Background: an optimization exercise with open tools, aiming at small area, a short achievable clock period and few clock cycles per item. Do not read the settings as production practice. The RTL was checked by simulation tests, not by an equivalence proof against the original design.

==> flow/design.v (excerpt) <==
module exp_taylor_seq (
  input  logic        clk,
  input  logic        rst_n,
  input  logic        in_valid,
  output logic        in_ready,
  input  logic [31:0] in_data,
  output logic        out_valid,
  input  logic        out_ready,
  output logic [31:0] out_data
);
  logic [31:0] x0, y2;
  logic [31:0] z0, z1, z3;
  logic [4:0]  k0, k1, k2, k3;
  logic [1:0]  t0, t1, t2, t3;
  logic        v0, v1, v2, v3;
  logic        d0, d1, d2, d3;
  logic        fin3;
  logic [47:0] rr0_q, rr0_d;
  logic [47:0] rr1_q, rr1_d;
  logic [15:0] rlo_s;
  logic        rlo_c, rlo_q;
  logic [47:0] zr0_q, zr0_d;
  logic [47:0] zr1_q, zr1_d;
  logic [47:0] zr2_q, zr2_d;
  logic [1:0]  ein, eout;
  logic        ov1;
  logic [31:0] q1;
  logic [7:0]  r_one, r_two, r_neg;
  logic [15:0] z_one, z_two, z_neg, zo_d, zt_d, zn_d;
  logic [31:0] z2dec;
  logic        free;
  logic        fin2;
  logic [47:0] rsum, zsum;
  logic [31:0] xr, res;
  logic        has_res, do_exit, hold_q0, ov0_n, ov1_n, in_ready_n;
  logic [1:0]  eout_n;
  logic rpp1;
  logic rpp2;
  logic rpp3;
  logic rpp4;
  logic rpp5;
  logic rpp6;
  logic rpp7;
  logic rpp8;
  logic rpp9;
  logic rpp10;
  logic rpp11;
  logic rpp12;
  logic rpp13;
  logic rpp14;
  logic rpp15;
  logic rpp16;
  logic rpp17;
  logic rpp18;
  logic rpp19;
  logic rpp20;
  logic rpp21;
  logic rpp22;
  logic rpp23;
  logic rpp24;
  logic rpp25;
  ...
==> flow/config.mk <==
export PLATFORM = sky130hd
export DESIGN_NAME = exp_taylor_seq
export DESIGN_NICKNAME = exp_taylor_seq
export VERILOG_FILES = /design/flow/design.v
export SDC_FILE = /design/flow/constraint.sdc
export NUM_CORES = 4
export LEC_CHECK = 0
export CAP_MARGIN = 20
export CORE_MARGIN = 2
export CORE_UTILIZATION = 60
export CTS_BUF_LIST = sky130_fd_sc_hd__clkbuf_8
export CTS_CLUSTER_SIZE = 20
export SLEW_MARGIN = 20
==> flow/constraint.sdc <==
create_clock -name core_clock -period 11.0 [get_ports {clk}]
set_input_delay 2.2000 -clock core_clock [delete_from_list [all_inputs] [get_ports {clk}]]
set_output_delay 2.2000 -clock core_clock [all_outputs]
set_load 0.01 [all_outputs]
standard.sh (not shown) runs the stock make flow with config.mk's settings and CLKGATE_MAP_FILE= SYNTH_SCRIPT=/design/flow/synth_recipe.tcl, a recipe that flattens the netlist after the stock synthesis.
==> flow/flow/run.sh <==
#!/bin/bash
set -euo pipefail
MARGIN=$(cat flow/margin.txt)
R=$PWD/orfs/results/$FLOW_PLATFORM/exp_taylor_seq/base
bash standard.sh "$R/1_2_yosys.v" > flow_synth.log 2>&1
python3 flow/polar.py "$R/1_2_yosys.v" > flow_polar.log 2>&1
bash standard.sh SETUP_SLACK_MARGIN=$MARGIN finish > flow_make.log 2>&1
==> flow/flow/margin.txt <==
7.0
Other scripts of this flow, unchanged in this note and not shown: flow/flow/polar.py
Testbench counts at the start, summed over its fixed seeds: cycles 6,120, items 320.
Then changed:
Settings changed: CORE_UTILIZATION 60 to 40, CTS_BUF_LIST sky130_fd_sc_hd__clkbuf_8 to unset, CTS_CLUSTER_SIZE 20 to unset.
Outcome: Global-route usage decreases by 12 points. Worst setup slack barely changes. Routed wire length rises slightly. Final cell count climbs by a little under a tenth. Register-to-register slack barely changes.
Then changed:
==> flow/flow/margin.txt (replaced) <==
7.25
Settings changed: CORE_UTILIZATION 40 to 55, CTS_BUF_LIST set to sky130_fd_sc_hd__clkbuf_8, CTS_CLUSTER_SIZE set to 20.
Outcome:
- synthesized area is unchanged
- critical path depth rose by 5
- synthesized cell count does not change
- sequential share of layout area fell by 0.30 points
- final cell count fell by a few percent
Then changed:
==> flow/flow/margin.txt (replaced) <==
7.4
Settings changed: CORE_UTILIZATION 55 to 60, CTS_BUF_LIST sky130_fd_sc_hd__clkbuf_8 to sky130_fd_sc_hd__clkbuf_4 sky130_fd_sc_hd__clkbuf_8.
The new run passed the timing, design-rule and antenna checks.
Design area increases by a few percent.
Area after synthesis stays the same.
Clock-buffer cell count came out higher by 12.
Wire length decreases slightly.


## north
exp_taylor_seq, a different RTL version from the one above (not shown whole).
For scale: roughly 570 flip-flops, ~70 I/O pins, about 48000 µm² of cells after synthesis.
Settings: LEC_CHECK=0, CAP_MARGIN=20, CORE_MARGIN=2, CORE_UTILIZATION=40, SLEW_MARGIN=20; clock period 11.0 ns.
==> flow/flow/run.sh <==
#!/bin/bash
set -euo pipefail
MARGIN=$(cat flow/margin.txt)
bash standard.sh SETUP_SLACK_MARGIN=$MARGIN finish > flow_make.log 2>&1
==> flow/flow/margin.txt <==
8.0
Testbench counts of north, summed over its fixed seeds: cycles 6,120, items 320.
Inputs modified between north and south:
==> flow/flow/margin.txt <==
7.5
Results
Summary of south over north: total CTS buffers did not really move; post-route cell area went down.
Worst setup slack up 0.018 ns in south wrt north
Taking north as the reference point, the met2 capacity usage during global routing of south falls by 2.3 points.
Reported for south and north, number of nets with antenna violations after routing turned out identical to the last digit.
north ended up with out_data[25] as its startpoint of the most critical setup path; south ended up with zr0_q[19].


exp_taylor_seq again, from the RTL that the note above started with.
## exp_taylor_seq
module exp_taylor_seq (
  input  logic        clk,
  input  logic        rst_n,
  input  logic        in_valid,
  output logic        in_ready,
  input  logic [31:0] in_data,
  output logic        out_valid,
  input  logic        out_ready,
  output logic [31:0] out_data
);
export LEC_CHECK = 0
export CAP_MARGIN = 20
export CORE_MARGIN = 2
export CORE_UTILIZATION = 55
export CTS_BUF_LIST = sky130_fd_sc_hd__clkbuf_8
export CTS_CLUSTER_SIZE = 20
export SLEW_MARGIN = 20
create_clock -name core_clock -period 11.0 [get_ports {clk}]
==> flow/flow/run.sh <==
#!/bin/bash
set -euo pipefail
MARGIN=$(cat flow/margin.txt)
R=$PWD/orfs/results/$FLOW_PLATFORM/exp_taylor_seq/base
bash standard.sh "$R/1_2_yosys.v" > flow_synth.log 2>&1
python3 flow/polar.py "$R/1_2_yosys.v" > flow_polar.log 2>&1
bash standard.sh SETUP_SLACK_MARGIN=$MARGIN finish > flow_make.log 2>&1
Other scripts of this flow, unchanged in this note and not shown: flow/flow/margin.txt, flow/flow/polar.py
Testbench counts at the start, summed over its fixed seeds: cycles 6,120, items 320.
Next try:
CORE_UTILIZATION = 40   (was 55)
CTS_BUF_LIST = not set   (was sky130_fd_sc_hd__clkbuf_8)
CTS_CLUSTER_SIZE = not set   (was 20)
The changed run ran to the end with no violations.
Setup slack is about the same.
Wire length grows by 2.4%.
Synthesized area is unchanged.
Synthesized cell count is unchanged.
Cell area is higher by 1.2%.
Flip-flop and latch count stays the same.
Final cell count went up by 6.0%.
Via count came out higher by 1.4%.
Global-route usage shrinks by 9.4 points.

separate check: timing with driven ports:
Ports are ideal in the flow. The routed layouts listed here were re-timed in OpenROAD.
Step 1: set_driving_cell puts a clkbuf_16 on clk and a buf_2 on each other input, an assumption about the parent block.
Step 2 times the ports against the registers' clock, not the clock port: input delays grow and output delays shrink by t, the midpoint of the rising clock arrivals with the driver on.
Slacks: ideal ports / drivers / drivers and shift; pairs: ideal ports / drivers.
run	t (ns)	slack for setup (ns)	hold WS [ns]	worst setup path after step 2	latest minus earliest clock arrival (ns)
the first run of note 1	0.782	7.038 / 7.010 / 7.038	0.296 / 0.296 / 0.296	register to register	0.043 / 0.043
the second run of note 1	0.730	7.035 / 6.993 / 7.035	0.318 / 0.318 / 0.318	register to register	0.050 / 0.049
the third run of note 1	0.803	7.206 / 7.206 / 7.206	0.309 / 0.309 / 0.309	register to register	0.053 / 0.053
the fourth run of note 1	0.798	7.197 / 7.197 / 7.197	0.314 / 0.314 / 0.314	register to register	0.055 / 0.056
north	0.714	7.357 / 7.284 / 7.375	0.325 / 0.325 / 0.325	register to register	0.051 / 0.051
south	0.731	7.375 / 7.375 / 7.375	0.319 / 0.319 / 0.319	register to register	0.052 / 0.052
the first run of note 3	0.814	7.073 / 7.026 / 7.073	0.300 / 0.300 / 0.300	register to register	0.053 / 0.053
the second run of note 3	0.706	7.075 / 7.043 / 7.075	0.322 / 0.322 / 0.322	register to register	0.036 / 0.035
After both steps setup and hold are still met in every run listed.
